This design comes from an exercise in tuning for small area, a short achievable clock period and few clock cycles per item on the open sky130 flow, not from production work. Where RTL was checked, it was by simulation tests only, not by an equivalence proof against the original. No activity file was given, so power comes from the tool's default toggle rates.

Setup of oak:
==> flow/design.v (excerpt) <==
module conv3x3_stream
#(
  parameter int DATA_W     = 8,
  parameter int COEF_W     = 8,
  parameter int NORM_SHIFT = 4
) (
  input  logic                  i_clk,
  input  logic                  i_rst,
  input  logic [9*DATA_W-1:0]   i_pixel_data,
  input  logic                  i_pixel_data_valid,
  input  logic                  i_pixel_data_last,
  output logic                  o_pixel_data_ready,
  output logic [DATA_W-1:0]     o_convolved_data,
  output logic                  o_convolved_data_valid,
  output logic                  o_convolved_data_last,
  output logic                  o_convolved_sat,
  input  logic                  i_out_ready,
  input  logic                  i_coef_we,
  input  logic [3:0]            i_coef_addr,
  input  logic [COEF_W-1:0]     i_coef_data,
  input  logic                  i_coef_commit,
  output logic                  o_cfg_pending
);
Size: ~2200 cells after synthesis, about 500 flip-flops, ~28000 sq um of cells after synthesis.
clock: 5.0 ns
lec_check: 0
cap_margin: 20
core_margin: 2
core_utilization: 55
cts_cluster_diameter: 80
cts_cluster_size: 22
setup_slack_margin: 2.4
slew_margin: 20
synth_hierarchical: 1
run.sh (not shown) runs the stock make flow with config.mk's settings and CLKGATE_MAP_FILE= SYNTH_SCRIPT=/design/flow/synth_recipe.tcl, a recipe that flattens the netlist after the stock synthesis.
oak | stages: all done | timing, DRC, antenna: all pass
diff inputs: oak => pine
- SETUP_SLACK_MARGIN changed from 2.4 to 2.55
## What came out
The worst hold margin of oak and that of pine are within noise of each other. pine vs oak, type of the setup path with the least slack: flip-flop to flip-flop vs primary input to flip-flop. Compared with oak, pine is hungrier on power. The run with more routed wire is pine, not oak. Going from oak to pine, design area grew by a few percent.
No functional check of the RTL was part of any run of this note.

conv3x3_stream, a different RTL version from the one above (not shown whole).
Size in the first run: ~2,200 cells after synthesis, about 28,000 um^2 of cells after synthesis.
export LEC_CHECK = 0
export CAP_MARGIN = 20
export CORE_MARGIN = 2
export CORE_UTILIZATION = 65
export CTS_CLUSTER_DIAMETER = 80
export CTS_CLUSTER_SIZE = 22
export SETUP_SLACK_MARGIN = 2.62
export SLEW_MARGIN = 20
export SYNTH_HIERARCHICAL = 1
create_clock -name core_clock -period 5.0 [get_ports {i_clk}]
The first run finished with timing, DRC and antenna clean.
Testbench counts at the start, summed over its fixed seeds: cycles 4,136, items 4,096.
Next try:
CORE_UTILIZATION = 55   (was 65)
SETUP_SLACK_MARGIN = 2.5   (was 2.62)
After rerunning:
- power shrinks slightly
- setup slack got worse by 0.015 ns
- combinational power goes down by a few percent
- clock-buffer cell count goes down by 2
- global-route usage decreases by 5.5 points
- first-iteration DRC count is lower by about a fifth
- hold slack stays flat
Next try:
CORE_UTILIZATION = 65   (was 55)
Utilization grows by 11 points.
Fmax grows by 0.71%.
Total power shrinks by 1.6%.
Next try:
CORE_UTILIZATION = 75   (was 65)
PLACE_DENSITY = 0.8   (was unset)
The changed run finished clean.
Worst setup slack loses 0.083 ns.
Non-clock buffer count fell by 5.
Total power rose by 5.1%.
Sequential cell count stays the same.
Worst hold slack hardly moves.
Clock power rose by about 2%.

run 1:
Another version of the RTL of conv3x3_stream (not shown whole).
Size in the first run: ~2200 cells after synthesis, about 590 flip-flops, about 100 I/O pins.
export LEC_CHECK = 0
export CAP_MARGIN = 20
export CORE_MARGIN = 2
export CORE_UTILIZATION = 40
export SETUP_SLACK_MARGIN = 2.4
export SLEW_MARGIN = 20
export SYNTH_HIERARCHICAL = 1
create_clock -name core_clock -period 5.0 [get_ports {i_clk}]
Both conditions hold for run 1: the flow ran to the end and the final layout passed the timing, DRC and antenna checks.
Testbench counts of run 1, summed over its fixed seeds: cycles 4,144, items 4,096.
Setup changes, run 1 to run 2
- a change of SETUP_SLACK_MARGIN from 2.4 to 2.7
==> run summary <==
- Run 1 has a lower headroom to the max-slew limit than run 2.
- Between run 2 and run 1, cell depth of the worst setup path is lower for run 1, run 2 comes in above that.
- Run 1 has lower total power than run 2.
- Worst hold margin: run 1 vs run 2, no meaningful difference
- Changes observed in run 2 relative to run 1: H-tree depth increased by 1 relative to the old numbers, combinational group share of total power moved up, number of non-filler instances in the completed layout up 63.
- Run 2 vs. run 1: detailed-route wire length per cell has increased, internal power has increased, clock network contribution to total cell area has remained practically unchanged.
- For run 2, the slowest stage cell on the critical path was sky130_fd_sc_hd__or4_1, unlike run 1, where it was sky130_fd_sc_hd__fa_1.

## run A
conv3x3_stream, a different RTL version from the one above (not shown whole).
Size in the first run: roughly 2500 cells after synthesis, ~31000 sq um of cells after synthesis.
Design conv3x3_stream, start of the top module:
module conv3x3_stream
#(
  parameter int DATA_W     = 8,
  parameter int COEF_W     = 8,
  parameter int NORM_SHIFT = 4
) (
  input  logic                  i_clk,
  input  logic                  i_rst,
  input  logic [9*DATA_W-1:0]   i_pixel_data,
  input  logic                  i_pixel_data_valid,
  input  logic                  i_pixel_data_last,
  output logic                  o_pixel_data_ready,
  output logic [DATA_W-1:0]     o_convolved_data,
  output logic                  o_convolved_data_valid,
  output logic                  o_convolved_data_last,
  output logic                  o_convolved_sat,
  input  logic                  i_out_ready,
  input  logic                  i_coef_we,
  input  logic [3:0]            i_coef_addr,
  input  logic [COEF_W-1:0]     i_coef_data,
  input  logic                  i_coef_commit,
  output logic                  o_cfg_pending
);
clock: 5.0 ns
lec_check: 0
cap_margin: 20
core_margin: 2
core_utilization: 40
slew_margin: 20
synth_hierarchical: 1
The inputs of run B differ from those of run A as listed below.
# run A
export LEC_CHECK = 0
export CAP_MARGIN = 20
export CORE_MARGIN = 2
export CORE_UTILIZATION = 40
export SLEW_MARGIN = 20
export SYNTH_HIERARCHICAL = 1
create_clock -name core_clock -period 5.0 [get_ports {i_clk}]
# run B
export LEC_CHECK = 0
export ABC_CLOCK_PERIOD_IN_PS = 2500
export CAP_MARGIN = 20
export CORE_MARGIN = 2
export CORE_UTILIZATION = 40
export SETUP_SLACK_MARGIN = 2.0
export SLEW_MARGIN = 20
export SYNTH_HIERARCHICAL = 1
create_clock -name core_clock -period 5.0 [get_ports {i_clk}]
### Flow results
- Going from run A to run B, total stage count of the critical path decreased by 3 relative to the old numbers; clock skew went down; per-cell routed wire length climbed about 0.34%.
Edits applied to the flow inputs when going from run B to run C:
# run B
export LEC_CHECK = 0
export ABC_CLOCK_PERIOD_IN_PS = 2500
export CAP_MARGIN = 20
export CORE_MARGIN = 2
export CORE_UTILIZATION = 40
export SETUP_SLACK_MARGIN = 2.0
export SLEW_MARGIN = 20
export SYNTH_HIERARCHICAL = 1
create_clock -name core_clock -period 5.0 [get_ports {i_clk}]
# run C
export LEC_CHECK = 0
export CAP_MARGIN = 20
export CORE_MARGIN = 2
export CORE_UTILIZATION = 40
export CTS_BUF_LIST = sky130_fd_sc_hd__clkbuf_4 sky130_fd_sc_hd__clkbuf_8
export SETUP_SLACK_MARGIN = 2.0
export SLEW_MARGIN = 20
export SYNTH_HIERARCHICAL = 1
create_clock -name core_clock -period 5.0 [get_ports {i_clk}]
--- outcome ---
- Run C | status: complete | timing, DRC, antenna: pass
- From run B to run C the numbers moved as follows: final critical-path required period grew by 0.019 ns; non-filler instance count after layout up 50; logic gate share of total power rose 0.3 points; number of nets in the layout higher; area growth from synthesis to final layout climbed 0.30 points.
- Total negative slack for setup checks across run C and run B: no real change.
- Delta (run C minus run B): wire length increased about 0.57%; part of the total power dissipated in the clock network decreased 0.3 points.
Function was not checked in any run of this note: the RTL went through the layout flow alone.

## job 8365
Starting RTL as in the previous note.
==> flow/config.mk <==
export PLATFORM = sky130hd
export DESIGN_NAME = conv3x3_stream
export DESIGN_NICKNAME = conv3x3_stream
export VERILOG_FILES = /design/flow/design.v
export SDC_FILE = /design/flow/constraint.sdc
export NUM_CORES = 4
export LEC_CHECK = 0
export CAP_MARGIN = 20
export CORE_MARGIN = 2
export CORE_UTILIZATION = 40
export SETUP_SLACK_MARGIN = 2.6
export SLEW_MARGIN = 20
export SYNTH_HIERARCHICAL = 1
==> flow/constraint.sdc <==
create_clock -name core_clock -period 5.0 [get_ports {i_clk}]
set_input_delay 1.0000 -clock core_clock [delete_from_list [all_inputs] [get_ports {i_clk}]]
set_output_delay 1.0000 -clock core_clock [all_outputs]
set_load 0.01 [all_outputs]
Input changes introduced in job 1391 (baseline for comparison: job 8365):
# job 8365
export LEC_CHECK = 0
export CAP_MARGIN = 20
export CORE_MARGIN = 2
export CORE_UTILIZATION = 40
export SETUP_SLACK_MARGIN = 2.6
export SLEW_MARGIN = 20
export SYNTH_HIERARCHICAL = 1
create_clock -name core_clock -period 5.0 [get_ports {i_clk}]
# job 1391
export LEC_CHECK = 0
export ABC_CLOCK_PERIOD_IN_PS = 2500
export CAP_MARGIN = 20
export CORE_MARGIN = 2
export CORE_UTILIZATION = 40
export SLEW_MARGIN = 20
export SYNTH_HIERARCHICAL = 1
create_clock -name core_clock -period 5.0 [get_ports {i_clk}]
- As far as part of the Yosys area used for sequential elements goes, job 1391 and job 8365 are indistinguishable; the numbers are identical.
- Job 1391 reports a lower switching part of the total than job 8365 does.
- When job 1391 is measured against job 8365, its clock-buffer cell count turns out 5 higher.
- Going from job 8365 to job 1391, the aggregate routed wire length was found to have gone down by about 6%.
- Post-synthesis cell count: job 1391 vs job 8365 identical
- When job 1391 is measured against job 8365, its weighted congestion reported at the end of routability-driven placement turns out 5.6% higher.
- Relative to job 8365, share of the clock period used by the worst path increased by 12 points in job 1391.
- Job 1391 ends up with a clock network latency to the later pin of the worst-skew pair that is 0.02 ns lower than in job 8365.
- Sort job 1391 and job 8365 by arrival time of data at the critical path endpoint, descending, and job 1391 comes first.
- The critical-path cell with the highest stage delay comes out sky130_fd_sc_hd__fa_2 in one run and sky130_fd_sc_hd__o211ai_1 in the other, namely in job 8365 and job 1391 respectively.
- Compared with job 8365, job 1391 shows net switching component of the power lower by about 16%.
- combinational cells as the largest power group was reported by job 8365, and registers by job 1391.
- Looking at multi-input combinational area share across job 1391 and job 8365, the one that comes out higher is job 1391.
No functional check of the RTL was part of any run of this note.

conv3x3_stream with an RTL version that a note above also has.
Size: roughly 2,200 cells after synthesis, ~100 I/O pins.
Settings: LEC_CHECK=0, CAP_MARGIN=10, CORE_MARGIN=2, CORE_UTILIZATION=65, CTS_CLUSTER_DIAMETER=90, CTS_CLUSTER_SIZE=26, SETUP_SLACK_MARGIN=2.5, SLEW_MARGIN=10, SYNTH_HIERARCHICAL=1; clock period 5.0 ns.
Testbench counts at the start, summed over its fixed seeds: cycles 4,136, items 4,096.
==> next run, changes <==
- CAP_MARGIN: 10 -> 20
- SETUP_SLACK_MARGIN: 2.5 -> 2.4
- SLEW_MARGIN: 10 -> 20
The new run produced a clean layout.
Final area fell slightly.
Cell count falls slightly.
Global-route usage came out lower by 0.23 points.
Synthesized area is unchanged.
Setup slack got worse by 0.096 ns.
Critical path depth is higher by 1.
Sequential share of layout area rises by 0.45 points.
==> next run, changes <==
- ABC_AREA: unset -> 1
- CTS_CLUSTER_DIAMETER: 90 -> 80
- CTS_CLUSTER_SIZE: 26 -> 22
- SETUP_SLACK_MARGIN: 2.4 -> 2.5
Sequential power hardly moves.
Setup slack improves by 0.098 ns.
Clock power went up by 8.7%.
Area after synthesis went up by about 1.3%.
Power went up by 0.94%.
Global-route usage went up by 0.74 points.
Utilization went up by 1.3 points.
==> next run, changes <==
- ABC_AREA: 1 -> unset
- PLACE_DENSITY: unset -> 0.75
After rerunning: The new run completed with no timing, DRC or antenna violations; synthesized area falls by 1.3%; cell count is lower by about 10%; total power barely changes; routed wire length came out lower by about 4%; design area came out lower by about 1.8%; via count drops by 7.2%; worst setup slack gains 0.019 ns; hold slack is about the same; register-to-register slack gets better by 0.02 ns; clock skew hardly moves.

port drivers added, routing unchanged:
How much do the figures lean on ideal ports? The routed layouts below were timed once more, with nothing changed but the port constraints.
Step 1 sets driving cells, clkbuf_16 on the clock port and buf_2 on the other inputs (assumed; they add their load-dependent delay and slew).
Step 2 adds t to the input delays and takes it off the output delays; t is the mean of the earliest and latest rising clock arrival at the registers after step 1. Input paths then give back, and output paths get back, about the clock's delay inside the block.
Three values: no drivers, after step 1, after step 2; two values: the first two.
run	t, ns	slack for setup (ns)	hold WS [ns]	clock arrival spread, ns
oak	0.672	2.368 / 2.404 / 1.732	0.331 / 0.331 / 0.331	0.022 / 0.022
pine	0.673	2.480 / 2.480 / 1.838	0.331 / 0.331 / 0.331	0.021 / 0.021
the first run of note 2	0.657	2.468 / 2.468 / 1.892	0.333 / 0.333 / 0.333	0.017 / 0.017
the second run of note 2	0.664	2.453 / 2.453 / 1.860	0.333 / 0.333 / 0.333	0.027 / 0.026
the third run of note 2	0.659	2.471 / 2.471 / 1.843	0.336 / 0.336 / 0.336	0.015 / 0.015
the fourth run of note 2	0.645	2.388 / 2.388 / 1.830	0.334 / 0.334 / 0.334	0.026 / 0.026
run 1	0.708	2.403 / 2.403 / 1.786	0.324 / 0.324 / 0.324	0.031 / 0.031
run 2	0.679	2.491 / 2.510 / 1.847	0.326 / 0.326 / 0.326	0.028 / 0.028
run A	0.700	1.171 / 1.171 / 1.171	0.324 / 0.324 / 0.324	0.038 / 0.037
run B	0.706	1.758 / 1.758 / 1.517	0.328 / 0.328 / 0.328	0.027 / 0.027
run C	0.756	1.739 / 1.739 / 1.526	0.332 / 0.332 / 0.332	0.044 / 0.043
job 8365	0.705	1.777 / 1.777 / 1.777	0.302 / 0.302 / 0.302	0.053 / 0.053
job 1391	0.700	1.171 / 1.171 / 1.171	0.324 / 0.324 / 0.324	0.038 / 0.037
the first run of note 6	0.639	2.471 / 2.471 / 1.868	0.333 / 0.333 / 0.333	0.028 / 0.028
the second run of note 6	0.651	2.375 / 2.399 / 1.762	0.337 / 0.337 / 0.337	0.023 / 0.023
the third run of note 6	0.663	2.473 / 2.465 / 1.801	0.331 / 0.331 / 0.331	0.020 / 0.021
the fourth run of note 6	0.665	2.492 / 2.492 / 1.852	0.332 / 0.332 / 0.332	0.024 / 0.025
After both steps setup and hold are still met in every run listed. For the third run of note 6, which loses most, drivers alone change the setup slack by -0.008 ns; drivers and shift together by -0.672 ns.
